This is an optimization exercise on Yosys and OpenROAD, whose aim is small area, a short achievable clock period and few clock cycles, not a production implementation.
In this exercise RTL edits were held to simulation tests only and were not proved equivalent to the original.
Power is estimated from default activity; no workload was simulated.

### flow/design.v
module psl_slot (
  input  logic        clk_i,
  input  logic        rst_ni,
  input  logic        ld_i,       
  input  logic        we_i,       
  input  logic [31:0] kin_i,      
  input  logic        kpatch_i,   
  input  logic        ins_i,      
  input  logic        del_i,      
  input  logic        adv_i,      
  input  logic        srch_i,     
  input  logic        get_i,      
  input  logic [5:0]  q_i,        
  input  logic [31:0] key_i,      
  input  logic [63:0] pay_i,      
  input  logic        rdget_i,    
  input  logic [7:0]  mhi_i,      
  output logic        used_o,     
  output logic        hit_o,      
  output logic        we_o,       
  output logic [7:0]  zhi_no,     
  output logic [7:0]  zlo_no,     
  output logic [95:0] rd_no       
);
  logic [31:0] key_q;
  logic [63:0] pay_q;
  logic [5:0]  pos_q;
  logic        used_q, used_d;
  logic        vec_q;
  logic        we_q;
  logic        raw_q;
  logic hit, match, ge, gt, cand;
  logic [5:0] step;
  assign hit   = used_q && (pos_q == q_i);
  assign match = used_q && raw_q;
  assign ge    = (pos_q >= q_i);
  assign gt    = (pos_q > q_i);
  always_comb begin
    step[0] = 1'b1;
    for (int i = 1; i < 6; i++) step[i] = step[i-1] && (pos_q[i-1] ^ del_i);
  end
  always_ff @(posedge clk_i) begin
    if (ld_i) begin
      we_q  <= we_i;
      raw_q <= (ins_i && we_q) ? kpatch_i : (key_q == kin_i);
    end
    if (we_q) begin
      key_q <= key_i;
      pay_q <= pay_i;
    end
    if (ins_i && we_q) pos_q <= q_i;
    else if ((ins_i && ge) || (del_i && gt)) pos_q <= pos_q ^ step;
    if (adv_i) vec_q <= (srch_i && cand) || (get_i && hit);
  end
  always_comb begin
    used_d = used_q;
    if (ins_i && we_q) used_d = 1'b1;
    else if (del_i && hit) used_d = 1'b0;
  end
  always_ff @(posedge clk_i or negedge rst_ni) begin
    if (!rst_ni) used_q <= 1'b0;
    else used_q <= used_d;
  end
  assign used_o = used_q;
  assign hit_o  = hit;
  assign we_o   = we_q;
  assign cand   = match && mhi_i[pos_q[5:3]];
  always_comb begin
    for (int v = 0; v < 8; v++) begin
      zhi_no[v] = !(match && pos_q[5:3] == 3'(v));
      zlo_no[v] = !(vec_q && pos_q[2:0] == 3'(v));
    end
  end
  assign rd_no = ~({key_q, pay_q} & {96{vec_q && rdget_i}});
endmodule
module psl_quad (
  input  logic        clk_i,
  input  logic        rst_ni,
  input  logic        ld_i,
  input  logic [3:0]  we_i,
  input  logic [31:0] kin_i,
  input  logic        kpatch_i,
  input  logic        ins_i,
  input  logic        del_i,
  input  logic        adv_i,
  input  logic        srch_i,
  input  logic        get_i,
  input  logic [5:0]  q_i,
  input  logic [31:0] key_i,
  input  logic [63:0] pay_i,
  input  logic        rdget_i,
  input  logic [7:0]  mhi_i,
  output logic [3:0]  used_o,
  output logic [3:0]  hit_o,
  output logic [3:0]  we_o,
  output logic [7:0]  zhi_o,
  output logic [7:0]  zlo_o,
  output logic [95:0] rd_o
);
  logic [7:0]  zhi_n [4];
  logic [7:0]  zlo_n [4];
  logic [95:0] rd_n  [4];
  for (genvar j = 0; j < 4; j++) begin : g_s
    psl_slot u (
      .clk_i, .rst_ni, .ld_i,
      .we_i   (we_i[j]),
      .kin_i, .kpatch_i,
      .ins_i, .del_i, .adv_i, .srch_i, .get_i,
      .q_i, .key_i, .pay_i, .rdget_i, .mhi_i,
      .used_o (used_o[j]),
      .hit_o  (hit_o[j]),
      .we_o   (we_o[j]),
      .zhi_no (zhi_n[j]),
      .zlo_no (zlo_n[j]),
      .rd_no  (rd_n[j])
    );
  end
  assign zhi_o = ~(zhi_n[0] & zhi_n[1] & zhi_n[2] & zhi_n[3]);
  assign zlo_o = ~(zlo_n[0] & zlo_n[1] & zlo_n[2] & zlo_n[3]);
  assign rd_o  = ~(rd_n[0] & rd_n[1] & rd_n[2] & rd_n[3]);
endmodule
module psl_hex (
  input  logic        clk_i,
  input  logic        rst_ni,
  input  logic        ld_i,
  input  logic [15:0] we_i,
  input  logic [31:0] kin_i,
  input  logic        kpatch_i,
  input  logic        ins_i,
  input  logic        del_i,
  input  logic        adv_i,
  input  logic        srch_i,
  input  logic        get_i,
  input  logic [5:0]  q_i,
  input  logic [31:0] key_i,
  input  logic [63:0] pay_i,
  input  logic        rdget_i,
  input  logic [7:0]  mhi_i,
  output logic [15:0] used_o,
  output logic [15:0] hit_o,
  output logic [15:0] we_o,
  output logic [7:0]  zhi_no,
  output logic [7:0]  zlo_no,
  output logic [95:0] rd_no
);
  logic [7:0]  zhi [4];
  logic [7:0]  zlo [4];
  logic [95:0] rd  [4];
  for (genvar k = 0; k < 4; k++) begin : g_q
    psl_quad u (
      .clk_i, .rst_ni, .ld_i,
      .we_i   (we_i[4*k +: 4]),
      .kin_i, .kpatch_i,
      .ins_i, .del_i, .adv_i, .srch_i, .get_i,
      .q_i, .key_i, .pay_i, .rdget_i, .mhi_i,
      .used_o (used_o[4*k +: 4]),
      .hit_o  (hit_o[4*k +: 4]),
      .we_o   (we_o[4*k +: 4]),
      .zhi_o  (zhi[k]),
      .zlo_o  (zlo[k]),
      .rd_o   (rd[k])
    );
  end
  assign zhi_no = ~(zhi[0] | zhi[1] | zhi[2] | zhi[3]);
  assign zlo_no = ~(zlo[0] | zlo[1] | zlo[2] | zlo[3]);
  assign rd_no  = ~(rd[0] | rd[1] | rd[2] | rd[3]);
endmodule
module positional_sequential_list (
  input  logic        clk_i,
  input  logic        rst_ni,
  input  logic        req_valid_i,
  output logic        req_ready_o,
  input  logic [1:0]  req_kind_i,
  input  logic [6:0]  req_position_i,
  input  logic [31:0] req_key_i,
  input  logic [63:0] req_payload_i,
  output logic        rsp_valid_o,
  input  logic        rsp_ready_i,
  output logic [1:0]  rsp_status_o,
  output logic [6:0]  rsp_found_position_o,
  output logic [31:0] rsp_record_key_o,
  output logic [63:0] rsp_record_payload_o,
  output logic [6:0]  rsp_count_o
);
  localparam int N = 64;
  localparam logic [1:0] KindGet    = 2'd0;
  localparam logic [1:0] KindInsert = 2'd1;
  localparam logic [1:0] KindDelete = 2'd2;
  localparam logic [1:0] KindSearch = 2'd3;
  localparam logic [1:0] StOk      = 2'd0;
  localparam logic [1:0] StRange   = 2'd1;
  localparam logic [1:0] StFull    = 2'd2;
  localparam logic [1:0] StMissing = 2'd3;
  logic [6:0] cnt_q;
  logic        r_valid_q;
  logic        r_get_q, r_ins_q, r_del_q, r_search_q;
  logic [1:0]  r_status_q;
  logic [6:0]  r_q_q;
  logic [31:0] r_key_q;
  logic [63:0] r_pay_q;
  logic        p_valid_q;
  logic        p_get_q;
  logic        p_search_q;
  logic [1:0]  p_status_q;
  logic [6:0]  p_cnt_q;
  logic        p_any_q;
  logic [2:0]  p_mhib_q;    
  logic [3:0]  p_mhi1_q;    
  logic        o_valid_q, s_valid_q;
  logic [1:0]  o_status_q, s_status_q;
  logic [6:0]  o_found_q, s_found_q;
  logic [31:0] o_key_q, s_key_q;
  logic [63:0] o_pay_q, s_pay_q;
  logic [6:0]  o_cnt_q, s_cnt_q;
  logic adv, exec, ready_q, ready_out_q, o_valid_out_q;
  assign adv  = !s_valid_q;
  assign exec = adv && r_valid_q;
  assign req_ready_o = ready_out_q;
  logic ins_x, del_x;
  logic [6:0] e1_cnt;
  logic [N-1:0] used, hit, wev;
  assign ins_x  = exec && r_ins_q;
  assign del_x  = exec && r_del_q;
  assign e1_cnt = ins_x ? cnt_q + 7'd1 : del_x ? cnt_q - 7'd1 : cnt_q;
  logic       a_zero;
  logic [6:0] a_q;
  logic       lt_same, lt_inc, lt_dec, le_same, le_inc, le_dec, full_same, full_inc;
  logic       a_lt, a_le, a_full;
  logic       a_get, a_ins, a_del, a_search;
  logic [1:0] a_status;
  logic [N-1:0] free1, free2, a_free, a_we;
  assign a_zero = (req_position_i == 7'd0);
  assign a_q    = req_position_i - 7'd1;
  assign lt_same   = ({1'b0, req_position_i} <= {1'b0, cnt_q});
  assign lt_inc    = ({1'b0, req_position_i} <= {1'b0, cnt_q} + 8'd1);
  assign lt_dec    = ({1'b0, req_position_i} + 8'd1 <= {1'b0, cnt_q});
  assign le_same   = lt_inc;
  assign le_inc    = ({1'b0, req_position_i} <= {1'b0, cnt_q} + 8'd2);
  assign le_dec    = lt_same;
  assign full_same = (cnt_q == 7'd64);
  assign full_inc  = (cnt_q == 7'd63);
  always_comb begin
    if (ins_x) begin
      a_lt = lt_inc; a_le = le_inc; a_full = full_inc;
    end else if (del_x) begin
      a_lt = lt_dec; a_le = le_dec; a_full = 1'b0;
    end else begin
      a_lt = lt_same; a_le = le_same; a_full = full_same;
    end
  end
  assign a_search = req_kind_i == KindSearch;
  assign a_get    = req_kind_i == KindGet    && !a_zero && a_lt;
  assign a_del    = req_kind_i == KindDelete && !a_zero && a_lt;
  assign a_ins    = req_kind_i == KindInsert && !a_zero && a_le && !a_full;
  always_comb begin
    if (a_search) a_status = StOk;
    else if (a_zero) a_status = StRange;
    else if (req_kind_i == KindInsert) a_status = !a_le ? StRange : a_full ? StFull : StOk;
    else a_status = a_lt ? StOk : StRange;
  end
  always_comb begin
    logic seen1, seen2;
    seen1 = 1'b0;
    seen2 = 1'b0;
    for (int s = 0; s < N; s++) begin
      free1[s] = !used[s] && !seen1;
      free2[s] = !used[s] && !wev[s] && !seen2;
      seen1 = seen1 || !used[s];
      seen2 = seen2 || (!used[s] && !wev[s]);
    end
  end
  assign a_free = ins_x ? free2 : (del_x && &used) ? hit : free1;
  assign a_we = a_free & {N{req_valid_i && a_ins}};
  logic [7:0]  zhi_n [4];
  logic [7:0]  zlo_n [4];
  logic [95:0] rd_n  [4];
  logic [7:0]  zhi, zlo;
  logic [95:0] rd;
  logic [7:0]  mhi;
  logic [2:0]  mhib;
  logic [3:0]  mhi1;
  logic [3:0]  mlo1;
  for (genvar h = 0; h < 4; h++) begin : g_h
    psl_hex u (
      .clk_i,
      .rst_ni,
      .ld_i    (ready_q),
      .we_i    (a_we[16*h +: 16]),
      .kin_i   (req_key_i),
      .kpatch_i(req_key_i == r_key_q),
      .ins_i   (ins_x),
      .del_i   (del_x),
      .adv_i   (adv),
      .srch_i  (r_search_q),
      .get_i   (r_get_q),
      .q_i     (r_q_q[5:0]),
      .key_i   (r_key_q),
      .pay_i   (r_pay_q),
      .rdget_i (p_get_q),
      .mhi_i   (mhi),
      .used_o  (used[16*h +: 16]),
      .hit_o   (hit[16*h +: 16]),
      .we_o    (wev[16*h +: 16]),
      .zhi_no  (zhi_n[h]),
      .zlo_no  (zlo_n[h]),
      .rd_no   (rd_n[h])
    );
  end
  assign zhi = ~(zhi_n[0] & zhi_n[1] & zhi_n[2] & zhi_n[3]);
  assign zlo = ~(zlo_n[0] & zlo_n[1] & zlo_n[2] & zlo_n[3]);
  assign rd  = ~(rd_n[0] & rd_n[1] & rd_n[2] & rd_n[3]);
  logic [1:0]  e2_status;
  logic [6:0]  e2_found;
  always_comb begin
    mhi  = '0;
    mhib = '0;
    mhi1 = '0;
    for (int v = 7; v >= 0; v--) if (zhi[v]) begin
      mhi  = 8'(1) << v;
      mhib = 3'(v);
      mhi1 = 4'(v + 1);
    end
    mlo1 = '0;
    for (int v = 7; v >= 0; v--) if (zlo[v]) mlo1 = 4'(v + 1);
  end
  assign e2_status = p_search_q ? (p_any_q ? StOk : StMissing) : p_status_q;
  always_comb begin
    e2_found = 7'd0;
    if (p_search_q && p_any_q) begin
      if (mlo1[3]) e2_found = {p_mhi1_q, 3'd0};
      else e2_found = {1'b0, p_mhib_q, mlo1[2:0]};
    end
  end
  logic e2_out, o_free;
  logic s_valid_d, r_valid_d;
  assign e2_out = adv && p_valid_q;
  assign o_free = !o_valid_q || rsp_ready_i;
  always_comb begin
    s_valid_d = s_valid_q;
    if (o_free) s_valid_d = 1'b0;
    else if (e2_out) s_valid_d = 1'b1;
    r_valid_d = ready_q ? req_valid_i : r_valid_q;
  end
  always_ff @(posedge clk_i or negedge rst_ni) begin
    if (!rst_ni) begin
      cnt_q     <= '0;
      r_valid_q <= 1'b0;
      p_valid_q <= 1'b0;
      o_valid_q <= 1'b0;
      s_valid_q <= 1'b0;
      ready_q   <= 1'b1;
      ready_out_q   <= 1'b1;
      o_valid_out_q <= 1'b0;
    end else begin
      r_valid_q <= r_valid_d;
      if (adv) p_valid_q <= r_valid_q;
      if (exec) cnt_q <= e1_cnt;
      if (o_free) o_valid_q <= s_valid_q || e2_out;
      if (!o_valid_out_q || rsp_ready_i) o_valid_out_q <= s_valid_q || e2_out;
      s_valid_q <= s_valid_d;
      ready_q     <= !r_valid_d || !s_valid_d;
      ready_out_q <= !(ready_out_q ? req_valid_i : r_valid_q) || !s_valid_d;
    end
  end
  always_ff @(posedge clk_i) begin
    if (ready_q) begin
      r_get_q    <= a_get;
      r_ins_q    <= a_ins;
      r_del_q    <= a_del;
      r_search_q <= a_search;
      r_status_q <= a_status;
      r_q_q      <= a_q;
      r_key_q    <= req_key_i;
      r_pay_q    <= req_payload_i;
    end
    if (adv) begin
      p_get_q    <= r_get_q;
      p_search_q <= r_search_q;
      p_status_q <= r_status_q;
      p_cnt_q    <= e1_cnt;
      p_any_q    <= |zhi;
      p_mhib_q   <= mhib;
      p_mhi1_q   <= mhi1;
    end
  end
  always_ff @(posedge clk_i) begin
    if (o_free) begin
      if (s_valid_q) begin
        o_status_q <= s_status_q;
        o_found_q  <= s_found_q;
        o_key_q    <= s_key_q;
        o_pay_q    <= s_pay_q;
        o_cnt_q    <= s_cnt_q;
      end else begin
        o_status_q <= e2_status;
        o_found_q  <= e2_found;
        o_key_q    <= rd[95:64];
        o_pay_q    <= rd[63:0];
        o_cnt_q    <= p_cnt_q;
      end
    end
    if (!o_free && e2_out) begin
      s_status_q <= e2_status;
      s_found_q  <= e2_found;
      s_key_q    <= rd[95:64];
      s_pay_q    <= rd[63:0];
      s_cnt_q    <= p_cnt_q;
    end
  end
  assign rsp_valid_o          = o_valid_out_q;
  assign rsp_status_o         = o_status_q;
  assign rsp_found_position_o = o_found_q;
  assign rsp_record_key_o     = o_key_q;
  assign rsp_record_payload_o = o_pay_q;
  assign rsp_count_o          = o_cnt_q;
endmodule
### flow/flow/run.sh
#!/bin/bash
set -euo pipefail
bash standard.sh SETUP_SLACK_MARGIN=6 finish > make_finish.log 2>&1
### flow/standard.sh
#!/bin/bash
# synth_recipe.tcl (not shown) runs the flow's synth.tcl, then flattens the netlist and writes it again
# the make line also repeats each setting of config.mk as NAME=value (left out here)
make -C /OpenROAD-flow-scripts/flow DESIGN_CONFIG=/design/flow/config.mk WORK_HOME=/design/flow/orfs CLKGATE_MAP_FILE= SYNTH_SCRIPT=/design/flow/synth_recipe.tcl "${@:-finish}"
### flow/config.mk
export PLATFORM = sky130hd
export DESIGN_NAME = positional_sequential_list
export DESIGN_NICKNAME = positional_sequential_list
export VERILOG_FILES = /design/flow/design.v
export SDC_FILE = /design/flow/constraint.sdc
export NUM_CORES = 8
export LEC_CHECK = 0
export CAP_MARGIN = 20
export CORE_MARGIN = 2
export CORE_UTILIZATION = 45
export SLEW_MARGIN = 20
export SYNTH_HIERARCHICAL = 1
export SYNTH_MEMORY_MAX_BITS = 8192
### flow/constraint.sdc
create_clock -name core_clock -period 10.0 [get_ports {clk_i}]
set_input_delay 2.0000 -clock core_clock [delete_from_list [all_inputs] [get_ports {clk_i}]]
set_output_delay 2.0000 -clock core_clock [all_outputs]
set_load 0.01 [all_outputs]
==> flow_metrics.tcl, run 1 <==
set metrics [dict create \
    setup_viol 0 \
    top_level_ports 223 \
    utilization 0.5108 \
    async_flop_share 0.01091 \
    antenna_found_initial 101 \
    critPathMaxFanout 44 \
    root_buffer "clkbuf_16" \
    first_pass_iters 6 \
    fin_tns_setup_ps 0 \
    overflow 0 \
    relSlewSlack 0.1318 \
    cp_slowest_cell "nor4_2" \
    cp.required_ps 10920 \
    max_freq_ghz 0.2368 \
    grt_pass1_vias 214200 \
    dieWidth_um 853.9 \
    initial_core_util 0.4510 \
    port_buffers 222 \
    finalCriticalPeriod_ps 4222 \
    cp-end-kind "register" \
    path_cells "buf_6 > and2_4 > buf_4 > buf_4 > nand2_1 > nand4_1 > nor4_2 > nand4_1 > mux2_2" \
    clk_path_buf_depth 4 \
    syn-num-nets 26820 \
    coreArea_mm2 0.7206 \
    place_congestion 0.9853 \
    ys_top_cells_by_area "edfxtp_1, nand2_1, nand4_1" \
    start_kind "register" \
    cp_data_arrival_time_ps 5140 \
    yosys.area.top_type_share 0.6533 \
    cts_hold_buffers 0 \
    mostFrequentLayoutCell "nand2_1" \
    ys.flop_type "edfxtp_1" \
    cts.clk_slew.worst_paths_ps 60 \
    synth_edf_count 7071 \
    dp_hpwl_um 811600 \
    ys_seq_elements 7149 \
    worst_path_largest_cell_delay_ps 600 \
    vias_per_cell 6.216 \
    path_buf_inv 3 \
    netlist_instances 26290 \
    htreeDepth 6 \
    drive_gt1_frac 0.1062 \
    drc 0 \
    area_growth_pct 13.26 \
    crit_type "reg2reg" \
    synth_cell_types 72 \
    grt_use_total 0.3382 \
    dieArea_mm2 0.7291 \
    r2r_setup_slack_ps 5780 \
    seq_area_frac_synth 0.6593 \
    status "timing/DRC/antenna clean" \
    die_h_um 853.9 \
    place_inst 35630 \
    hold_viol 0 \
    max-cap-violations 0 \
    worstMarginPinSlew_ps 1302 \
    grt_max_degree 150 \
    powerDensity_mw_per_mm2 243.7 \
    filler_cell_count 61830 \
    clock_latency_ps 1190 \
    fin_nets 27620 \
    routed_wl_um 1277000 \
    instances_no_fill 37330 \
    rsz0062_at_grt "yes" \
    min_path_type "reg2reg" \
    ir_worst_vdd_mv 0.2243 \
    wl_per_cell_um 34.20 \
    rows 312 \
    cts.sinks 7149 \
    first_iter_violations 36430 \
    ys_warn_count 19 \
    grt_pass1_wl_um 1731000 \
    power_leakage_uw 0.1225 \
    final_cell_mix "nand2_1, edfxtp_1, nand4_1, xnor2_1, xor2_1" \
    num_vias 232000 \
    yosysTopAreaCell "edfxtp_1" \
    postRouteAntennaNets 0 \
    slew_viol_final 0 \
    tritoncts "yes" \
    fin_crit_sh 0.4222 \
    synthesis.area_mm2 0.3250 \
    syn_area_per_cell_um2 12.36 \
    skew_ps 105.9 \
    cts_buffers 751 \
    critPathTopFamily "simple AND/OR/NAND/NOR gates" \
]
-- cell usage after synthesis (19+ instances only) --
library cell,number
nand2b_1,68
nor2b_1,392
o21ai_0,347
nor3_1,122
and2b_1,65
buf_6,64
nor2_1,647
clkbuf_1,676
dfrtp_1,76
nand2_1,7417
buf_2,132
buf_1,257
and2_1,198
ha_1,419
and3_1,137
nand3_1,485
nor3b_1,73
a21o_1,65
nor4_1,284
a211oi_1,68
mux4_1,128
a21oi_1,574
a32oi_1,75
inv_1,538
nand3b_1,68
and4_1,76
xnor2_1,1496
mux2_2,175
a31oi_1,78
xor2_1,1060
and4b_1,66
o22ai_1,19
nand4_1,2308
nor4_2,451
edfxtp_1,7071
-- Yosys stat by module, one instance, submodules excluded --
module                      cells inside  area [µm²]
positional_sequential_list          1393       17770
psl_hex                              112        1401
psl_quad                             112       700.7
psl_slot                             354        4538
-- area by class of cell --
type,instances,area [µm²],area share
Sequential cell,7149,214300,0.5821
Multi-Input combinational cell,17480,105700,0.2872
Clock buffer,950,19820,0.05383
Tap cell,9577,11980,0.03255
Timing Repair Buffer,1171,10150,0.02759
Clock inverter,406,3963,0.01076
Inverter,540,2042,0.005547
Antenna cell,61,152.6,0.0004147
-- where the power goes --
group | total [µW] | internal, µW | leakage, µW | switching [µW]
clock | 27600 | 15300 | 0.0116 | 12200
sequential | 39900 | 37800 | 0.0662 | 2140
combinational | 22300 | 6450 | 0.0448 | 15800
-- state kept, by name, summed over array words and instances, names as in the netlist, 32 cells and up --
register                  flops
g_h.u.g_q.u.g_s.u.pay_q    4096
g_h.u.g_q.u.g_s.u.key_q    2048
g_h.u.g_q.u.g_s.u.pos_q     384
g_h.u.g_q.u.g_s.u.raw_q      64
g_h.u.g_q.u.g_s.u.used_q     64
g_h.u.g_q.u.g_s.u.vec_q      64
g_h.u.g_q.u.g_s.u.we_q       64
o_pay_q                      64
r_pay_q                      64
s_pay_q                      64
o_key_q                      32
r_key_q                      32
s_key_q                      32
-- timing repair --
item,CTS,global route
buffers inserted,102,163
resized for setup,253,100
hold endpoints to repair,0,0
gates cloned,5,14
setup endpoints to repair,578,149
pin swaps,78,48
-- cells by family (layout without fill, tap and decap cells) --
kind of cell | count (synthesis) | in the layout | synth area share
compound gates | 1293 | 1293 | 0.02286
xor+xnor | 2556 | 2556 | 0.06888
fa+ha+maj | 419 | 419 | 0.01613
buf+inv | 1669 | 3067 | 0.02126
flops | 7149 | 7149 | 0.6593
mux | 306 | 306 | 0.01650
other cells | 0 | 61 | 0
simple gates | 12900 | 12900 | 0.1951
-- per-layer routing --
metal / up-vias / track usage / wire length [µm]
li1: 97220 / - / -
met1: 116900 / 0.4628 / 486100
met2: 15240 / 0.5022 / 549100
met3: 2585 / 0.07876 / 157000
met4: 30 / 0.1817 / 84380
met5: - / 0 / 215
-- path summary, 6_finish.rpt --
| kind | start | to | depth (start not counted) |
|---|---|---|---|
| worst max register to register | p_get_q | o_pay_q[7] | 9 |
| max in group asynchronous | rst_ni | cnt_q[0] | 2 |
| worst min-delay path | r_status_q[1] | p_status_q[1] | 0 |
| worst min register to register | r_status_q[1] | p_status_q[1] | 0 |
| worst max-delay path | p_get_q | o_pay_q[7] | 9 |
| min in group asynchronous | rst_ni | g_h[2].u.g_q[2].u.g_s[3].u.used_q | 1 |
-- stage by stage --
| stage | hold slack, ps | instance area [µm²] | power, µW | worst slack, ps |
|---|---|---|---|---|
| final | 416.5 | 368100 | 89720 | 5778 |
| after global routing | 422.9 | 368000 | 91810 | 5846 |
| after CTS | 418.5 | 366000 | 88700 | 5814 |
| after detailed placement | 407.4 | 340700 | 61090 | 4398 |
| after global placement | 401.0 | 340700 | 60870 | 4387 |
| after floorplan | 400.3 | 325500 | 50530 | 3786 |
Testbench counts, summed over its fixed seeds: cycles 12,024.
==> run 2: changes to the inputs <==
--- a/flow/design.v
+++ b/flow/design.v
@@ -3,7 +3,6 @@
   input  logic        rst_ni,
   input  logic        ld_i,       
+  input  logic        wr_i,       
   input  logic        we_i,       
-  input  logic [31:0] kin_i,      
-  input  logic        kpatch_i,   
   input  logic        ins_i,      
   input  logic        del_i,      
@@ -43,7 +42,7 @@
     if (ld_i) begin
       we_q  <= we_i;
-      raw_q <= (ins_i && we_q) ? kpatch_i : (key_q == kin_i);
+      raw_q <= (key_q == key_i);
     end
-    if (we_q) begin
+    if (wr_i) begin
       key_q <= key_i;
       pay_q <= pay_i;
@@ -78,7 +77,6 @@
   input  logic        rst_ni,
   input  logic        ld_i,
+  input  logic [3:0]  wr_i,
   input  logic [3:0]  we_i,
-  input  logic [31:0] kin_i,
-  input  logic        kpatch_i,
   input  logic        ins_i,
   input  logic        del_i,
@@ -104,6 +102,6 @@
     psl_slot u (
       .clk_i, .rst_ni, .ld_i,
+      .wr_i   (wr_i[j]),
       .we_i   (we_i[j]),
-      .kin_i, .kpatch_i,
       .ins_i, .del_i, .adv_i, .srch_i, .get_i,
       .q_i, .key_i, .pay_i, .rdget_i, .mhi_i,
@@ -124,7 +122,6 @@
   input  logic        rst_ni,
   input  logic        ld_i,
+  input  logic [15:0] wr_i,
   input  logic [15:0] we_i,
-  input  logic [31:0] kin_i,
-  input  logic        kpatch_i,
   input  logic        ins_i,
   input  logic        del_i,
@@ -150,6 +147,6 @@
     psl_quad u (
       .clk_i, .rst_ni, .ld_i,
+      .wr_i   (wr_i[4*k +: 4]),
       .we_i   (we_i[4*k +: 4]),
-      .kin_i, .kpatch_i,
       .ins_i, .del_i, .adv_i, .srch_i, .get_i,
       .q_i, .key_i, .pay_i, .rdget_i, .mhi_i,
@@ -197,6 +194,4 @@
   logic [1:0]  r_status_q;
   logic [6:0]  r_q_q;
-  logic [31:0] r_key_q;
-  logic [63:0] r_pay_q;
   logic        p_valid_q;
   logic        p_get_q;
@@ -286,7 +281,6 @@
       .rst_ni,
       .ld_i    (ready_q),
+      .wr_i    (a_free[16*h +: 16] & {16{ready_q}}),
       .we_i    (a_we[16*h +: 16]),
-      .kin_i   (req_key_i),
-      .kpatch_i(req_key_i == r_key_q),
       .ins_i   (ins_x),
       .del_i   (del_x),
@@ -295,6 +289,6 @@
       .get_i   (r_get_q),
       .q_i     (r_q_q[5:0]),
-      .key_i   (r_key_q),
-      .pay_i   (r_pay_q),
+      .key_i   (req_key_i),
+      .pay_i   (req_payload_i),
       .rdget_i (p_get_q),
       .mhi_i   (mhi),
@@ -371,6 +365,4 @@
       r_status_q <= a_status;
       r_q_q      <= a_q;
-      r_key_q    <= req_key_i;
-      r_pay_q    <= req_payload_i;
     end
     if (adv) begin
==> flow/flow/run.sh (replaced) <==
#!/bin/bash
set -euo pipefail
bash standard.sh SETUP_SLACK_MARGIN=6.5 finish > make_finish.log 2>&1
--- a/flow/config.mk
+++ b/flow/config.mk
@@ -8,5 +8,7 @@
 export CAP_MARGIN = 20
 export CORE_MARGIN = 2
-export CORE_UTILIZATION = 45
+export CORE_UTILIZATION = 60
+export CTS_CLUSTER_DIAMETER = 100
+export CTS_CLUSTER_SIZE = 20
 export SLEW_MARGIN = 20
 export SYNTH_HIERARCHICAL = 1
==> run 2 against run 1 <==
Net effect:
- still clean on timing, DRC and antenna
- cell count shrank 1.9%
- total power down 12%
- first-iteration DRC count increased by 40%
- clock-buffer cell count is 523 lower
==> flow_metrics.tcl, run 2 <==
set metrics [dict create \
    status "timing/DRC/antenna clean" \
    ys_warn_count 19 \
    fin_tns_setup_ps 0 \
    yosys.area.top_type_share 0.6459 \
    slew_viol_final 0 \
    min_path_type "reg2reg" \
    antenna_found_initial 147 \
    die_h_um 739.1 \
    critPathMaxFanout 41 \
    total_power_uw 78840 \
    path_buf_inv 5 \
    ys.flop_type "edfxtp_1" \
    syn_area_per_cell_um2 12.28 \
    rows 270 \
    postRouteAntennaNets 0 \
    grt_pass1_wl_um 1747000 \
    drive_gt1_frac 0.1825 \
    netlist_instances 26400 \
    filler_cell_count 34240 \
    powerDensity_mw_per_mm2 196.6 \
    wl_per_cell_um 41.91 \
    synth_cell_types 78 \
    yosysTopAreaCell "edfxtp_1" \
    fin_crit_sh 0.4261 \
    synth_edf_count 6975 \
    cts.sinks 7053 \
    area_growth_pct 23.68 \
    crit_cells 11 \
    final_cell_mix "nand2_1, edfxtp_1, xor2_1, nand4_1, buf_4" \
    seq_area_frac_synth 0.6520 \
    clk_path_buf_depth 4 \
    grt_max_degree 139 \
    cp_slowest_cell "nor4_4" \
    drc 0 \
    num_vias 260600 \
    power_leakage_uw 0.1398 \
    synth_most_common_cell "nand2_1" \
    regMostFlops "g_h.u.g_q.u.g_s.u.pay_q" \
    critPathTopFamily "simple AND/OR/NAND/NOR gates" \
    reg_top3 "g_h.u.g_q.u.g_s.u.pay_q (4096), g_h.u.g_q.u.g_s.u.key_q (2048), g_h.u.g_q.u.g_s.u.pos_q (384)" \
    htreeDepth 5 \
    cp.required_ps 10860 \
    dieArea_mm2 0.5463 \
    r2r_cells 11 \
    mostFrequentLayoutCell "nand2_1" \
    rsz0062_at_grt "yes" \
    place_congestion 0.9904 \
    max_freq_ghz 0.2347 \
    cts_buffers 398 \
    setup_viol 0 \
    port_buffers 222 \
    grt_use_total 0.4629 \
    first_iter_violations 51100 \
    worst_path_largest_cell_delay_ps 920 \
    syn-num-nets 26930 \
    ir_worst_vdd_mv 0.2135 \
    dieWidth_um 739.1 \
    root_buffer "clkbuf_16" \
    relSlewSlack 0.1109 \
    synth_common_cells "nand2_1, edfxtp_1, xor2_1, nand4_1, nor2_1" \
    coreArea_mm2 0.5395 \
    dp_hpwl_um 741200 \
    cts.clk_slew.worst_paths_ps 100 \
    overflow 0 \
    synthesis.area_mm2 0.3243 \
    crit_type "reg2reg" \
    cts_hold_buffers 0 \
    grt_pass1_vias 215500 \
    skew_ps 112.1 \
    ys_seq_elements 7053 \
    max-cap-violations 0 \
    start_kind "register" \
    tritoncts "yes" \
    largest_reg_flops 4096 \
    finalCriticalPeriod_ps 4261 \
    clock_latency_ps 1190 \
    vias_per_cell 7.118 \
    ys_top_cells_by_area "edfxtp_1, nand2_1, xor2_1" \
    initial_core_util 0.6010 \
    worstMarginPinSlew_ps 1334 \
    first_pass_iters 14 \
    fin_nets 29720 \
    path_cells "buf_8 > buf_16 > buf_16 > and2_4 > buf_12 > nand2_1 > nand4_1 > nor4_4 > nand4_1 > buf_4 > mux2_4" \
    min_delay_path_depth 0 \
    routed_wl_um 1535000 \
    cp_data_arrival_time_ps 5120 \
    hold_viol 0 \
    top_level_ports 223 \
    async_flop_share 0.01106 \
    cp-end-kind "register" \
]
==> run 2: cell count changes after synthesis, sizes merged, moves of 117 or more <==
cell    previous run  this run
nor4             739       985
nor2             647       820
a21oi            574       361
mux2i              3       131
clkbuf           676       419
xnor2           1496       279
nand3            485       602
o211ai             2       132
nand2           7417      7237
buf              453       771
xor2            1060      2245
==> run 2: report_power, final <==
| part | internal (µW) | switching [µW] |
|---|---|---|
| combinational | 8930 | 16700 |
| sequential | 34300 | 1510 |
| clock | 7330 | 9980 |
| total | 50600 | 28200 |
==> run 2: cell type report <==
type,count,area [µm²],share of cell area
flip-flops and latches,7053,211500,0.5273
inverters,487,1868,0.004658
well taps,7208,9019,0.02249
multi-input cells,17730,111700,0.2784
repair buffers,3523,55880,0.1393
diodes,146,365.4,0.0009110
clock inverters,46,613.1,0.001529
clock buffers,427,10160,0.02534
==> run 2: per-layer routing <==
layer | GRT usage | vias up | routed length (µm)
li1 | - | 101800 | -
met1 | 0.6218 | 127200 | 483000
met2 | 0.6374 | 25600 | 573300
met3 | 0.1659 | 5897 | 310900
met4 | 0.3016 | 130 | 162800
met5 | 0 | - | 4703
==> run 2: path summary, 6_finish.rpt <==
check,start,end,slack (ps)
worst min register to register,r_status_q[1],p_status_q[1],430
max in group asynchronous,rst_ni,g_h[3].u.g_q[3].u.g_s[0].u.used_q,7580
min in group asynchronous,rst_ni,g_h[2].u.g_q[0].u.g_s[2].u.used_q,810
worst max register to register,p_get_q,o_pay_q[0],5740
worst min-delay path,r_status_q[1],p_status_q[1],430
worst max-delay path,p_get_q,o_pay_q[0],5740
==> run 2: metrics by stage <==
stage | std cells | utilization | cell area (µm²) | setup WS [ps] | hold WS [ps]
CTS | 34770 | 0.6819 | 367900 | 6107 | 432.0
finish | 36620 | 0.7433 | 401000 | 5739 | 432.6
floorplan | 26400 | - | 324700 | 3786 | 400.3
global placement | 33200 | 0.6202 | 334600 | 3443 | 410.0
detailed placement | 33200 | 0.6204 | 334700 | 3450 | 412.8
global route | 36500 | 0.7428 | 400800 | 5991 | 440.6
==> run 2: cells by family after synthesis <==
logic type               share of synthesized area
AO/OA/AOI/OAI                              0.02375
multiplexers                               0.01227
flip-flops                                  0.6520
adder cells (fa/ha/maj)                    0.01613
AND/OR/NAND/NOR                             0.2036
XOR/XNOR                                   0.06817
buffers and inverters                      0.02412
==> run 2: timing repair <==
action                      CTS  global route
pin swaps                   370           560
gates cloned                264           740
resized for setup          2238          1692
hold endpoints to repair      0             0
buffers inserted            830           963
setup endpoints to repair  7375          6237
==> run 2: modules after synthesis (local to each module, per instance) <==
module | times used | cells inside
positional_sequential_list | 1 | 1315
psl_slot | 64 | 357
psl_hex | 4 | 112
psl_quad | 16 | 112
Testbench counts of run 2, summed over its fixed seeds: cycles 12,024.
==> run 3: changes to the inputs <==
--- a/flow/design.v
+++ b/flow/design.v
@@ -3,6 +3,7 @@
   input  logic        rst_ni,
   input  logic        ld_i,       
-  input  logic        wr_i,       
   input  logic        we_i,       
+  input  logic [31:0] kin_i,      
+  input  logic        kpatch_i,   
   input  logic        ins_i,      
   input  logic        del_i,      
@@ -42,7 +43,7 @@
     if (ld_i) begin
       we_q  <= we_i;
-      raw_q <= (key_q == key_i);
+      raw_q <= (ins_i && we_q) ? kpatch_i : (key_q == kin_i);
     end
-    if (wr_i) begin
+    if (we_q) begin
       key_q <= key_i;
       pay_q <= pay_i;
@@ -77,6 +78,7 @@
   input  logic        rst_ni,
   input  logic        ld_i,
-  input  logic [3:0]  wr_i,
   input  logic [3:0]  we_i,
+  input  logic [31:0] kin_i,
+  input  logic        kpatch_i,
   input  logic        ins_i,
   input  logic        del_i,
@@ -102,6 +104,6 @@
     psl_slot u (
       .clk_i, .rst_ni, .ld_i,
-      .wr_i   (wr_i[j]),
       .we_i   (we_i[j]),
+      .kin_i, .kpatch_i,
       .ins_i, .del_i, .adv_i, .srch_i, .get_i,
       .q_i, .key_i, .pay_i, .rdget_i, .mhi_i,
@@ -122,6 +124,7 @@
   input  logic        rst_ni,
   input  logic        ld_i,
-  input  logic [15:0] wr_i,
   input  logic [15:0] we_i,
+  input  logic [31:0] kin_i,
+  input  logic        kpatch_i,
   input  logic        ins_i,
   input  logic        del_i,
@@ -147,6 +150,6 @@
     psl_quad u (
       .clk_i, .rst_ni, .ld_i,
-      .wr_i   (wr_i[4*k +: 4]),
       .we_i   (we_i[4*k +: 4]),
+      .kin_i, .kpatch_i,
       .ins_i, .del_i, .adv_i, .srch_i, .get_i,
       .q_i, .key_i, .pay_i, .rdget_i, .mhi_i,
@@ -194,4 +197,6 @@
   logic [1:0]  r_status_q;
   logic [6:0]  r_q_q;
+  logic [31:0] r_key_q;
+  logic [63:0] r_pay_q;
   logic        p_valid_q;
   logic        p_get_q;
@@ -281,6 +286,7 @@
       .rst_ni,
       .ld_i    (ready_q),
-      .wr_i    (a_free[16*h +: 16] & {16{ready_q}}),
       .we_i    (a_we[16*h +: 16]),
+      .kin_i   (req_key_i),
+      .kpatch_i(req_key_i == r_key_q),
       .ins_i   (ins_x),
       .del_i   (del_x),
@@ -289,6 +295,6 @@
       .get_i   (r_get_q),
       .q_i     (r_q_q[5:0]),
-      .key_i   (req_key_i),
-      .pay_i   (req_payload_i),
+      .key_i   (r_key_q),
+      .pay_i   (r_pay_q),
       .rdget_i (p_get_q),
       .mhi_i   (mhi),
@@ -365,4 +371,6 @@
       r_status_q <= a_status;
       r_q_q      <= a_q;
+      r_key_q    <= req_key_i;
+      r_pay_q    <= req_payload_i;
     end
     if (adv) begin
==> flow/flow/run.sh (replaced) <==
#!/bin/bash
# Layout flow: the standard flow (standard.sh, which runs ORFS) unchanged, except
#  - before global placement (after the pins are placed) the register driving each
#    output port is put next to that port's pin and held there for global placement
#    only (place_outregs.tcl, unfix.tcl); everything else is placed by ORFS as usual.
# Each ORFS step writes its full log under orfs/logs/; make's own output goes to
# make_finish.log in this folder.
set -euo pipefail
here=$(pwd)
bash standard.sh SETUP_SLACK_MARGIN=6.5 \
  PRE_GLOBAL_PLACE_TCL="$here/flow/place_outregs.tcl" \
  POST_GLOBAL_PLACE_TCL="$here/flow/unfix.tcl" \
  finish > make_finish.log 2>&1
==> flow/flow/place_outregs.tcl (new file) <==
# put the register driving each output port next to the port's pin
set block [ord::get_db_block]
set core [$block getCoreArea]
set cx0 [$core xMin]; set cy0 [$core yMin]; set cx1 [$core xMax]; set cy1 [$core yMax]
set rows [$block getRows]
set nrows [llength $rows]
set site_w 460
set row_h 2720
array unset ::po_occ
array set ::po_occ {}
foreach inst [$block getInsts] {
  if {[$inst isFixed]} {
    set bb [$inst getBBox]
    set ri [expr {([$bb yMin] - $cy0) / $row_h}]
    lappend ::po_occ($ri) [list [$bb xMin] [$bb xMax]]
  }
}
proc ::po_fits {ri x w} {
  if {![info exists ::po_occ($ri)]} { return 1 }
  foreach iv $::po_occ($ri) {
    if {$x < [lindex $iv 1] && $x + $w > [lindex $iv 0]} { return 0 }
  }
  return 1
}
set nplaced 0
foreach bt [$block getBTerms] {
  if {[$bt getIoType] != "OUTPUT"} continue
  set net [$bt getNet]
  set drv ""
  foreach it [$net getITerms] { if {[$it isOutputSignal]} { set drv [$it getInst] } }
  if {$drv == "" || ![[$drv getMaster] isSequential]} continue
  set bb [lindex [$bt getBPins] 0]
  set pb [$bb getBBox]
  set px [expr {([$pb xMin] + [$pb xMax]) / 2}]
  set py [expr {([$pb yMin] + [$pb yMax]) / 2}]
  set w [[$drv getMaster] getWidth]
  set tx [expr {max($cx0, min($cx1 - $w, $px - $w / 2))}]
  set tri [expr {max(0, min($nrows - 1, ($py - $cy0) / $row_h))}]
  # search outward for a free spot
  set done 0
  for {set d 0} {$d < 60 && !$done} {incr d} {
    foreach dr [list 0 1 -1 2 -2] {
      set ri [expr {$tri + $dr}]
      if {$ri < 0 || $ri >= $nrows} continue
      foreach sgn {1 -1} {
        set x [expr {$cx0 + (($tx - $cx0) / $site_w + $sgn * $d) * $site_w}]
        if {$x < $cx0 || $x + $w > $cx1} continue
        if {[::po_fits $ri $x $w]} {
          $drv setOrient [[lindex $rows $ri] getOrient]
          $drv setLocation $x [expr {$cy0 + $ri * $row_h}]
          $drv setPlacementStatus FIRM
          lappend ::po_occ($ri) [list $x [expr {$x + $w}]]
          set done 1
          incr nplaced
          break
        }
      }
      if {$done} break
    }
  }
}
puts "place_outregs: placed $nplaced output registers"
==> flow/flow/unfix.tcl (new file) <==
# release the registers place_outregs.tcl fixed for global placement
foreach inst [[ord::get_db_block] getInsts] {
  if {[$inst getPlacementStatus] == "FIRM"} { $inst setPlacementStatus PLACED }
}
==> run 3 against run 2 <==
Net effect:
- still clean on timing, DRC and antenna
- non-clock buffer count fell by 2104
- synthesized cell count is 0.43% lower
- critical path depth grew 4
- hold slack worse by 2.0 ps
- maximum frequency grew 3.6%
- combinational power decreased by 7.8%
- critical path type unchanged
==> flow_metrics.tcl, run 3 <==
set metrics [dict create \
    status "timing/DRC/antenna clean" \
    cts_hold_buffers 0 \
    max-cap-violations 0 \
    routed_wl_um 1237000 \
    fin_tns_setup_ps 0 \
    postRouteAntennaNets 0 \
    num_vias 232800 \
    r2r_cells 15 \
    regMostFlops "g_h.u.g_q.u.g_s.u.pay_q" \
    path_cells "buf_6 > and3_4 > nand2_2 > nand4_1 > nor4_4 > nand4_1 > buf_6 > nor3_4 > nor3b_4 > buf_12 > buf_12 > mux4_2 > mux2_4 > a32oi_1 > nor2b_1" \
    final_cell_mix "nand2_1, edfxtp_1, nand4_1, xnor2_1, xor2_1" \
    fin_crit_sh 0.4113 \
    ir_worst_vdd_mv 0.2036 \
    slew_viol_final 0 \
    initial_core_util 0.6017 \
    min_delay_path_depth 0 \
    r2r_setup_slack_ps 5890 \
    path_buf_inv 4 \
    grt_pass1_vias 212000 \
    first_iter_violations 39460 \
    cts.clk_slew.worst_paths_ps 90 \
    min_path_type "reg2reg" \
    cp-end-kind "register" \
    powerDensity_mw_per_mm2 225.2 \
    total_power_uw 80670 \
    dieWidth_um 740.0 \
    port_buffers 222 \
    p_switching_uw 28150 \
    clock_latency_ps 1120 \
    rows 270 \
    cp_slowest_cell "nor4_4" \
    antenna_found_initial 97 \
    combPwrFrac 0.293 \
    syn-num-nets 26820 \
    area_growth_pct 10.21 \
    critPathTopFamily "simple AND/OR/NAND/NOR gates" \
    filler_cell_count 39880 \
    hold_viol 0 \
    dp_hpwl_um 759300 \
    synth_edf_count 7071 \
    p_seq_frac 0.492 \
    ys_warn_count 19 \
    coreArea_mm2 0.5402 \
    max_freq_ghz 0.2431 \
    mostFrequentLayoutCell "nand2_1" \
    overflow 0 \
    ys_top_cells_by_area "edfxtp_1, nand2_1, nand4_1" \
    worstMarginPinSlew_ps 1240 \
    htreeDepth 5 \
    ys.flop_type "edfxtp_1" \
    setup_viol 0 \
    synthesis.area_mm2 0.3250 \
    cts_buffers 401 \
    vias_per_cell 6.760 \
    synth_cell_types 72 \
    yosysTopAreaCell "edfxtp_1" \
    seq_area_frac_synth 0.6593 \
    async_flop_share 0.01091 \
    holdPathEnd "p_status_q[0]" \
    dieArea_mm2 0.5476 \
    synth_common_cells "nand2_1, edfxtp_1, nand4_1, xnor2_1, xor2_1" \
    first_pass_iters 9 \
    clkPwrFrac 0.214 \
    power.internal_uw 52520 \
    reg_top3 "g_h.u.g_q.u.g_s.u.pay_q (4096), g_h.u.g_q.u.g_s.u.key_q (2048), g_h.u.g_q.u.g_s.u.pos_q (384)" \
    crit_type "reg2reg" \
    skew_ps 106.0 \
    top_level_ports 223 \
    critPathMaxFanout 13 \
    cts.sinks 7149 \
    r2r_start "g_h[1].u.g_q[1].u.g_s[2].u.raw_q" \
    die_h_um 740.0 \
    synth_most_common_cell "nand2_1" \
    grt_max_degree 119 \
    root_buffer "clkbuf_16" \
    rsz0062_at_grt "yes" \
    drc 0 \
    hp-start "r_status_q[0]" \
    finalCriticalPeriod_ps 4113 \
    grt_pass1_wl_um 1662000 \
    fin_nets 27560 \
    largest_reg_flops 4096 \
    ys_seq_elements 7149 \
    relSlewSlack 0.1734 \
    cp.required_ps 10900 \
    drive_gt1_frac 0.1070 \
    grt_use_total 0.4341 \
    power_leakage_uw 0.1189 \
    wl_per_cell_um 35.92 \
    switching_share 0.3490 \
    syn_area_per_cell_um2 12.36 \
    cp_data_arrival_time_ps 5010 \
    netlist_instances 26290 \
    start_kind "register" \
    reg2reg_to "g_h[1].u.g_q[0].u.g_s[3].u.vec_q" \
    clk_path_buf_depth 4 \
    tritoncts "yes" \
    worst_path_largest_cell_delay_ps 630 \
    yosys.area.top_type_share 0.6533 \
]
-- run 3: changes by cell type in the layout (fill, tap and decap cells not counted), moves of 221 or more --
cell	delta
xnor2_1	+1217
buf_4	-315
nor4_1	-221
nand2_1	+258
xor2_1	-1182
buf_12	-518
clkbuf_16	-498
buf_16	-398
-- run 3: area by class of cell --
class / instances / area (µm²) / area share
Timing Repair Buffer: 1419 / 14260 / 0.03981
Antenna cell: 113 / 282.8 / 0.0007894
Timing Repair inverter: 1 / 8.758 / 0.00002445
Sequential cell: 7149 / 214300 / 0.5983
Multi-Input combinational cell: 17520 / 107300 / 0.2994
Tap cell: 7208 / 9019 / 0.02518
Clock inverter: 43 / 655.6 / 0.001830
Clock buffer: 447 / 10350 / 0.02891
Inverter: 540 / 2053 / 0.005732
-- run 3: through the flow --
stage,instances,utilization,hold slack [ps],cell area [µm²],setup WS (ps)
final,34440,0.6631,430.6,358200,5887
after global routing,34380,0.6629,427.4,358100,6006
after CTS,34110,0.6555,426.8,354100,6131
after detailed placement,33230,0.6246,407.2,337400,4358
after global placement,33220,0.6245,406.4,337300,4391
after floorplan,26290,-,400.3,325500,3786
-- run 3: kinds of logic after synthesis --
family,share of synthesized area
AOI/OAI and AO/OA,0.02286
DFF,0.6593
and+or+nand+nor,0.1951
buffers and inverters,0.02126
xor gates and xnor gates,0.06888
adders and majority gates,0.01613
muxes,0.01650
-- run 3: worst max-delay path by stage --
stage	start	end	slack [ps]	cells after the start
floorplan	rsp_ready_i	s_cnt_q[0]	3790	2
global placement	req_key_i[14]	g_h[0].u.g_q[0].u.g_s[1].u.raw_q	4390	8
detailed placement	req_key_i[14]	g_h[3].u.g_q[3].u.g_s[3].u.raw_q	4360	8
CTS	g_h[2].u.g_q[3].u.g_s[1].u.pos_q[3]	g_h[1].u.g_q[2].u.g_s[2].u.vec_q	6130	17
global route	g_h[1].u.g_q[1].u.g_s[2].u.raw_q	g_h[1].u.g_q[0].u.g_s[3].u.vec_q	6010	15
finish	g_h[1].u.g_q[1].u.g_s[2].u.raw_q	g_h[1].u.g_q[0].u.g_s[3].u.vec_q	5890	15
-- run 3: layer usage --
| metal | wire length [µm] | up-vias | global-route usage |
|---|---|---|---|
| met5 | 600 | - | 0 |
| met4 | 102600 | 52 | 0.2871 |
| met3 | 180900 | 2995 | 0.1225 |
| met2 | 513400 | 17780 | 0.6119 |
| met1 | 439400 | 115300 | 0.5917 |
| li1 | - | 96590 | - |
-- run 3: Yosys stat by module (local to each module, per instance) --
module                      times used  area (µm²)  flops+latches  cells
psl_quad                            16       700.7              0    112
positional_sequential_list           1       17770            365   1393
psl_hex                              4        1401              0    112
psl_slot                            64        4538            106    354
-- run 3: timing repair --
action	CTS	global route
pin swaps	159	138
buffers inserted	335	167
endpoints found under the setup margin	1013	602
cloned	55	49
resized for setup	1002	375
-- run 3: power groups by stage --
stage	Combinational (µW)	Sequential, µW	Clock, µW
2_1_floorplan	9230	41300	0
3_3_place_gp	19700	40300	0
3_5_place_dp	19900	40400	0
4_1_cts	21900	39600	17300
5_1_grt	23900	40000	18200
6_report	23700	39700	17300
Testbench counts of run 3, summed over its fixed seeds: cycles 12,024.
==> run 4: changes to the inputs <==
--- a/flow/design.v
+++ b/flow/design.v
@@ -14,5 +14,4 @@
   input  logic [31:0] key_i,      
   input  logic [63:0] pay_i,      
-  input  logic        rdget_i,    
   input  logic [7:0]  mhi_i,      
   output logic        used_o,     
@@ -27,5 +26,7 @@
   logic [5:0]  pos_q;
   logic        used_q, used_d;
-  logic        vec_q;
+  logic        srch_q;     
+  logic        sel_q;      
+  logic        sel2_q;     
   logic        we_q;
   logic        raw_q;
@@ -45,5 +46,5 @@
       raw_q <= (ins_i && we_q) ? kpatch_i : (key_q == kin_i);
     end
-    if (we_q) begin
+    if (ins_i && we_q) begin
       key_q <= key_i;
       pay_q <= pay_i;
@@ -51,5 +52,9 @@
     if (ins_i && we_q) pos_q <= q_i;
     else if ((ins_i && ge) || (del_i && gt)) pos_q <= pos_q ^ step;
-    if (adv_i) vec_q <= (srch_i && cand) || (get_i && hit);
+    if (adv_i) begin
+      srch_q <= srch_i && match;
+      sel_q  <= get_i && hit;
+      sel2_q <= sel_q;
+    end
   end
   always_comb begin
@@ -65,12 +70,12 @@
   assign hit_o  = hit;
   assign we_o   = we_q;
-  assign cand   = match && mhi_i[pos_q[5:3]];
+  assign cand   = srch_q && mhi_i[pos_q[5:3]];
   always_comb begin
     for (int v = 0; v < 8; v++) begin
       zhi_no[v] = !(match && pos_q[5:3] == 3'(v));
-      zlo_no[v] = !(vec_q && pos_q[2:0] == 3'(v));
+      zlo_no[v] = !(cand && pos_q[2:0] == 3'(v));
     end
   end
-  assign rd_no = ~({key_q, pay_q} & {96{vec_q && rdget_i}});
+  assign rd_no = ~({key_q, pay_q} & {96{sel2_q}});
 endmodule
 module psl_quad (
@@ -89,5 +94,4 @@
   input  logic [31:0] key_i,
   input  logic [63:0] pay_i,
-  input  logic        rdget_i,
   input  logic [7:0]  mhi_i,
   output logic [3:0]  used_o,
@@ -107,5 +111,5 @@
       .kin_i, .kpatch_i,
       .ins_i, .del_i, .adv_i, .srch_i, .get_i,
-      .q_i, .key_i, .pay_i, .rdget_i, .mhi_i,
+      .q_i, .key_i, .pay_i, .mhi_i,
       .used_o (used_o[j]),
       .hit_o  (hit_o[j]),
@@ -135,5 +139,4 @@
   input  logic [31:0] key_i,
   input  logic [63:0] pay_i,
-  input  logic        rdget_i,
   input  logic [7:0]  mhi_i,
   output logic [15:0] used_o,
@@ -153,5 +156,5 @@
       .kin_i, .kpatch_i,
       .ins_i, .del_i, .adv_i, .srch_i, .get_i,
-      .q_i, .key_i, .pay_i, .rdget_i, .mhi_i,
+      .q_i, .key_i, .pay_i, .mhi_i,
       .used_o (used_o[4*k +: 4]),
       .hit_o  (hit_o[4*k +: 4]),
@@ -200,11 +203,19 @@
   logic [63:0] r_pay_q;
   logic        p_valid_q;
-  logic        p_get_q;
   logic        p_search_q;
   logic [1:0]  p_status_q;
   logic [6:0]  p_cnt_q;
   logic        p_any_q;
+  logic [7:0]  p_mhi_q;     
   logic [2:0]  p_mhib_q;    
   logic [3:0]  p_mhi1_q;    
+  logic        p2_valid_q;
+  logic        p2_search_q;
+  logic [1:0]  p2_status_q;
+  logic [6:0]  p2_cnt_q;
+  logic        p2_any_q;
+  logic [2:0]  p2_mhib_q;
+  logic [3:0]  p2_mhi1_q;
+  logic [7:0]  p2_zlo_q;
   logic        o_valid_q, s_valid_q;
   logic [1:0]  o_status_q, s_status_q;
@@ -213,8 +224,8 @@
   logic [63:0] o_pay_q, s_pay_q;
   logic [6:0]  o_cnt_q, s_cnt_q;
-  logic adv, exec, ready_q, ready_out_q, o_valid_out_q;
+  logic adv, exec, ready_q, nready_out_q, o_valid_out_q;
   assign adv  = !s_valid_q;
   assign exec = adv && r_valid_q;
-  assign req_ready_o = ready_out_q;
+  assign req_ready_o = !nready_out_q;
   logic ins_x, del_x;
   logic [6:0] e1_cnt;
@@ -297,6 +308,5 @@
       .key_i   (r_key_q),
       .pay_i   (r_pay_q),
-      .rdget_i (p_get_q),
-      .mhi_i   (mhi),
+      .mhi_i   (p_mhi_q),
       .used_o  (used[16*h +: 16]),
       .hit_o   (hit[16*h +: 16]),
@@ -310,6 +320,6 @@
   assign zlo = ~(zlo_n[0] & zlo_n[1] & zlo_n[2] & zlo_n[3]);
   assign rd  = ~(rd_n[0] & rd_n[1] & rd_n[2] & rd_n[3]);
-  logic [1:0]  e2_status;
-  logic [6:0]  e2_found;
+  logic [1:0]  e3_status;
+  logic [6:0]  e3_found;
   always_comb begin
     mhi  = '0;
@@ -322,22 +332,22 @@
     end
     mlo1 = '0;
-    for (int v = 7; v >= 0; v--) if (zlo[v]) mlo1 = 4'(v + 1);
+    for (int v = 7; v >= 0; v--) if (p2_zlo_q[v]) mlo1 = 4'(v + 1);
   end
-  assign e2_status = p_search_q ? (p_any_q ? StOk : StMissing) : p_status_q;
+  assign e3_status = p2_search_q ? (p2_any_q ? StOk : StMissing) : p2_status_q;
   always_comb begin
-    e2_found = 7'd0;
-    if (p_search_q && p_any_q) begin
-      if (mlo1[3]) e2_found = {p_mhi1_q, 3'd0};
-      else e2_found = {1'b0, p_mhib_q, mlo1[2:0]};
+    e3_found = 7'd0;
+    if (p2_search_q && p2_any_q) begin
+      if (mlo1[3]) e3_found = {p2_mhi1_q, 3'd0};
+      else e3_found = {1'b0, p2_mhib_q, mlo1[2:0]};
     end
   end
-  logic e2_out, o_free;
+  logic e3_out, o_free;
   logic s_valid_d, r_valid_d;
-  assign e2_out = adv && p_valid_q;
+  assign e3_out = adv && p2_valid_q;
   assign o_free = !o_valid_q || rsp_ready_i;
   always_comb begin
     s_valid_d = s_valid_q;
     if (o_free) s_valid_d = 1'b0;
-    else if (e2_out) s_valid_d = 1'b1;
+    else if (e3_out) s_valid_d = 1'b1;
     r_valid_d = ready_q ? req_valid_i : r_valid_q;
   end
@@ -347,18 +357,22 @@
       r_valid_q <= 1'b0;
       p_valid_q <= 1'b0;
+      p2_valid_q <= 1'b0;
       o_valid_q <= 1'b0;
       s_valid_q <= 1'b0;
       ready_q   <= 1'b1;
-      ready_out_q   <= 1'b1;
+      nready_out_q  <= 1'b0;
       o_valid_out_q <= 1'b0;
     end else begin
       r_valid_q <= r_valid_d;
-      if (adv) p_valid_q <= r_valid_q;
+      if (adv) begin
+        p_valid_q  <= r_valid_q;
+        p2_valid_q <= p_valid_q;
+      end
       if (exec) cnt_q <= e1_cnt;
-      if (o_free) o_valid_q <= s_valid_q || e2_out;
-      if (!o_valid_out_q || rsp_ready_i) o_valid_out_q <= s_valid_q || e2_out;
+      if (o_free) o_valid_q <= s_valid_q || e3_out;
+      if (!o_valid_out_q || rsp_ready_i) o_valid_out_q <= s_valid_q || e3_out;
       s_valid_q <= s_valid_d;
       ready_q     <= !r_valid_d || !s_valid_d;
-      ready_out_q <= !(ready_out_q ? req_valid_i : r_valid_q) || !s_valid_d;
+      nready_out_q <= (nready_out_q ? r_valid_q : req_valid_i) && s_valid_d;
     end
   end
@@ -375,11 +389,18 @@
     end
     if (adv) begin
-      p_get_q    <= r_get_q;
       p_search_q <= r_search_q;
       p_status_q <= r_status_q;
       p_cnt_q    <= e1_cnt;
       p_any_q    <= |zhi;
+      p_mhi_q    <= mhi;
       p_mhib_q   <= mhib;
       p_mhi1_q   <= mhi1;
+      p2_search_q <= p_search_q;
+      p2_status_q <= p_status_q;
+      p2_cnt_q    <= p_cnt_q;
+      p2_any_q    <= p_any_q;
+      p2_mhib_q   <= p_mhib_q;
+      p2_mhi1_q   <= p_mhi1_q;
+      p2_zlo_q    <= zlo;
     end
   end
@@ -393,17 +414,17 @@
         o_cnt_q    <= s_cnt_q;
       end else begin
-        o_status_q <= e2_status;
-        o_found_q  <= e2_found;
+        o_status_q <= e3_status;
+        o_found_q  <= e3_found;
         o_key_q    <= rd[95:64];
         o_pay_q    <= rd[63:0];
-        o_cnt_q    <= p_cnt_q;
+        o_cnt_q    <= p2_cnt_q;
       end
     end
-    if (!o_free && e2_out) begin
-      s_status_q <= e2_status;
-      s_found_q  <= e2_found;
+    if (!o_free && e3_out) begin
+      s_status_q <= e3_status;
+      s_found_q  <= e3_found;
       s_key_q    <= rd[95:64];
       s_pay_q    <= rd[63:0];
-      s_cnt_q    <= p_cnt_q;
+      s_cnt_q    <= p2_cnt_q;
     end
   end
--- a/flow/config.mk
+++ b/flow/config.mk
@@ -8,5 +8,5 @@
 export CAP_MARGIN = 20
 export CORE_MARGIN = 2
-export CORE_UTILIZATION = 60
+export CORE_UTILIZATION = 50
 export CTS_CLUSTER_DIAMETER = 100
 export CTS_CLUSTER_SIZE = 20
==> run 4 against run 3 <==
Net effect:
- total power rose by 8.1%
- flip-flop and latch count rose by 161
- clock skew is 31 ps lower
- combinational power increased by 28%
- critical endpoint is now rsp_record_payload_o[59]
- largest cell class unchanged
==> flow_metrics.tcl, run 4 <==
set metrics [dict create \
    max-cap-violations 0 \
    drc 0 \
    cts_hold_buffers 0 \
    critPathTopFamily "flip-flops" \
    mostFrequentLayoutCell "nand2_1" \
    rsz0062_at_grt "yes" \
    fin_tns_setup_ps 0 \
    area_growth_pct 9.210 \
    holdWs_ps 416.3 \
    cts.clk_slew.worst_paths_ps 90 \
    coreArea_mm2 0.6577 \
    overflow 0 \
    dieArea_mm2 0.6660 \
    relSlewSlack 0.1476 \
    num_vias 225400 \
    gr-usage-met3 0.07715 \
    start_kind "register" \
    first_pass_iters 6 \
    cp_slowest_cell "edfxtp_1" \
    p_seq_frac 0.447 \
    cp-end-kind "output port" \
    synthesis.area_mm2 0.3297 \
    wl_per_cell_um 34.48 \
    syn-num-nets 27040 \
    cp.required_ps 8000 \
    grt_use_met1 0.5084 \
    utilization 0.5475 \
    status "timing/DRC/antenna clean" \
    r2r_setup_slack_ps 6370 \
    drive_gt1_frac 0.1054 \
    max_freq_ghz 0.2584 \
    setup_viol 0 \
    power.internal_uw 52080 \
    initial_core_util 0.5013 \
    cp_data_arrival_time_ps 1870 \
    regMostFlops "g_h.u.g_q.u.g_s.u.pay_q" \
    crit_type "reg2out" \
    p_switching_uw 35090 \
    path_cells "buf_6" \
    path_buf_inv 1 \
    ys_seq_elements 7310 \
    vias_per_cell 6.308 \
    synth_common_cells "nand2_1, edfxtp_1, nand4_1, xnor2_1, xor2_1" \
    clock_latency_ps 1120 \
    netlist_instances 26520 \
    powerDensity_mw_per_mm2 242.1 \
    final_cell_mix "nand2_1, edfxtp_1, nand4_1, xnor2_1, xor2_1" \
    clkPwrFrac 0.205 \
    seq_area_frac_synth 0.6645 \
    grt_pass1_wl_um 1685000 \
    largest_reg_flops 4096 \
    cts.sinks 7310 \
    routed_wl_um 1232000 \
    yosysTopAreaCell "edfxtp_1" \
    dp_hpwl_um 802900 \
    grt_max_degree 130 \
    synth_most_common_cell "nand2_1" \
    worst_path_largest_cell_delay_ps 590 \
    grt_use_total 0.3593 \
    rows 298 \
    async_flop_share 0.01081 \
    skew_ps 75.33 \
    antenna_found_initial 80 \
    finalWorstSetupSlack_ps 6130 \
    grt_busiest_layer "met2" \
    postRouteAntennaNets 0 \
    htreeDepth 5 \
    top_level_ports 223 \
    yosys.area.top_type_share 0.6585 \
    first_iter_violations 34010 \
    ir_worst_vdd_mv 0.2450 \
    tritoncts "yes" \
    cts_buffers 414 \
    finalCriticalPeriod_ps 3870 \
    die_h_um 816.1 \
    switching_share 0.4026 \
    ys.flop_type "edfxtp_1" \
    power_leakage_uw 0.1176 \
    critPathMaxFanout 1 \
    combPwrFrac 0.349 \
    port_buffers 222 \
    hold_viol 0 \
    grt.met2_usage 0.5278 \
    preCtsSetupSlack_ps 4386 \
    root_buffer "clkbuf_16" \
    grt_pass1_vias 207900 \
    dieWidth_um 816.1 \
    fin_crit_sh 0.3870 \
    min_path_type "reg2reg" \
    synth_cell_types 80 \
    clk_path_buf_depth 4 \
    fin_nets 27370 \
    ys_top_cells_by_area "edfxtp_1, nand2_1, nand4_1" \
    synth_edf_count 7231 \
    worstMarginPinSlew_ps 1267 \
    ys_warn_count 19 \
    syn_area_per_cell_um2 12.43 \
    reg_top3 "g_h.u.g_q.u.g_s.u.pay_q (4096), g_h.u.g_q.u.g_s.u.key_q (2048), g_h.u.g_q.u.g_s.u.pos_q (384)" \
    slew_viol_final 0 \
]
-- run 4: cell types whose count changed in the layout (fill, tap and decap cells not counted), moves of 129 or more --
cell / change
o21ai_1: +217
nand3_1: -190
nand3_2: +129
edfxtp_1: +160
nand2_1: +211
buf_4: -330
o21ai_0: -208
-- run 4: metal layers --
layer | vias up | routed length (µm)
met3 | 1929 | 142300
met5 | - | 199
li1 | 96140 | -
met1 | 114000 | 485800
met4 | 25 | 77790
met2 | 13330 | 525900
-- run 4: area by class of cell --
type                       instances  area (µm²)
tap                             8700       10890
multi-input combinational      17540      106400
clock inverter                    49       704.4
sequential                      7310      219100
antenna                           75       187.7
clock buffer                     482       10680
inverter                         605        3128
timing repair inverter             7       61.31
fill                           54830      297600
timing repair buffer             964        8967
-- run 4: path summary, 6_finish.rpt --
path	from	to	cells after the start
min in group asynchronous	rst_ni	g_h[3].u.g_q[3].u.g_s[0].u.used_q	1
hold / removal	g_h[0].u.g_q[3].u.g_s[1].u.sel_q	g_h[0].u.g_q[3].u.g_s[1].u.sel2_q	0
setup reg to reg	g_h[0].u.g_q[0].u.g_s[3].u.sel2_q	o_pay_q[5]	8
max in group asynchronous	rst_ni	cnt_q[0]	2
hold reg to reg	g_h[0].u.g_q[3].u.g_s[1].u.sel_q	g_h[0].u.g_q[3].u.g_s[1].u.sel2_q	0
setup / recovery	o_pay_q[59]	rsp_record_payload_o[59]	1
-- run 4: per-module statistics from Yosys, one instance, submodules excluded --
module	area [µm²]	flip-flops and latches	cells inside
psl_quad	700.7	0	112
positional_sequential_list	18800	398	1429
psl_slot	4596	108	357
psl_hex	1401	0	112
-- run 4: timing repair --
action / in CTS / in global routing
resized for setup: 833 / 237
endpoints found under the hold margin: 0 / 0
setup buffers: 66 / 23
endpoints found under the setup margin: 5035 / 1618
pin swaps: 78 / 21
gates cloned: 9 / 6
-- run 4: metrics by stage --
| stage | cells | power [µW] | area [µm²] |
|---|---|---|---|
| 6_report | 35730 | 87170 | 360100 |
| 5_1_grt | 35710 | 89310 | 360100 |
| 4_1_cts | 35630 | 86190 | 358700 |
| 3_5_place_dp | 35020 | 68320 | 345400 |
| 3_3_place_gp | 35020 | 68070 | 345300 |
| 2_1_floorplan | 26520 | 54150 | 331100 |
-- run 4: cells by family after synthesis --
family	share of synthesized area
mux	0.01481
compound gates	0.02233
flops	0.6645
simple gates	0.1933
fa+ha+maj	0.01586
buf+inv	0.02125
xor+xnor	0.06789
-- run 4: power groups by stage --
stage | Clock [µW] | Combinational [µW] | Sequential, µW
floorplan | 0 | 14800 | 39300
global placement | 0 | 28400 | 39600
detailed placement | 0 | 28700 | 39700
CTS | 18000 | 29300 | 38900
global route | 18900 | 31300 | 39100
finish | 17800 | 30400 | 38900
Testbench counts of run 4, summed over its fixed seeds: cycles 12,032.

what the ideal ports hide:
How much do the figures lean on ideal ports? The routed layouts below were timed once more, with nothing changed but the port constraints.
Step 1 sets driving cells, clkbuf_16 on the clock port and buf_2 on the other inputs (assumed; they add their load-dependent delay and slew).
Step 2 also shifts input and output timing later by t, the mid clock arrival at the registers, as if the neighbouring blocks saw the same clock.
a / b / c = ideal / step 1 / step 2; a / b = the first two.
| run | shift t [ns] | slack for setup (ns) | cell pins on the clock port's net |
|---|---|---|---|
| run 1 | 1.297 | 5.778 / 5.745 / 4.716 | 1 |
| run 2 | 1.284 | 5.739 / 5.739 / 4.992 | 1 |
| run 3 | 1.214 | 5.887 / 5.887 / 5.255 | 1 |
| run 4 | 1.227 | 6.130 / 5.987 / 5.306 | 1 |
After both steps setup and hold are still met in every run listed. For run 1, which loses most, drivers alone change the setup slack by -0.033 ns; drivers and shift together by -1.062 ns.
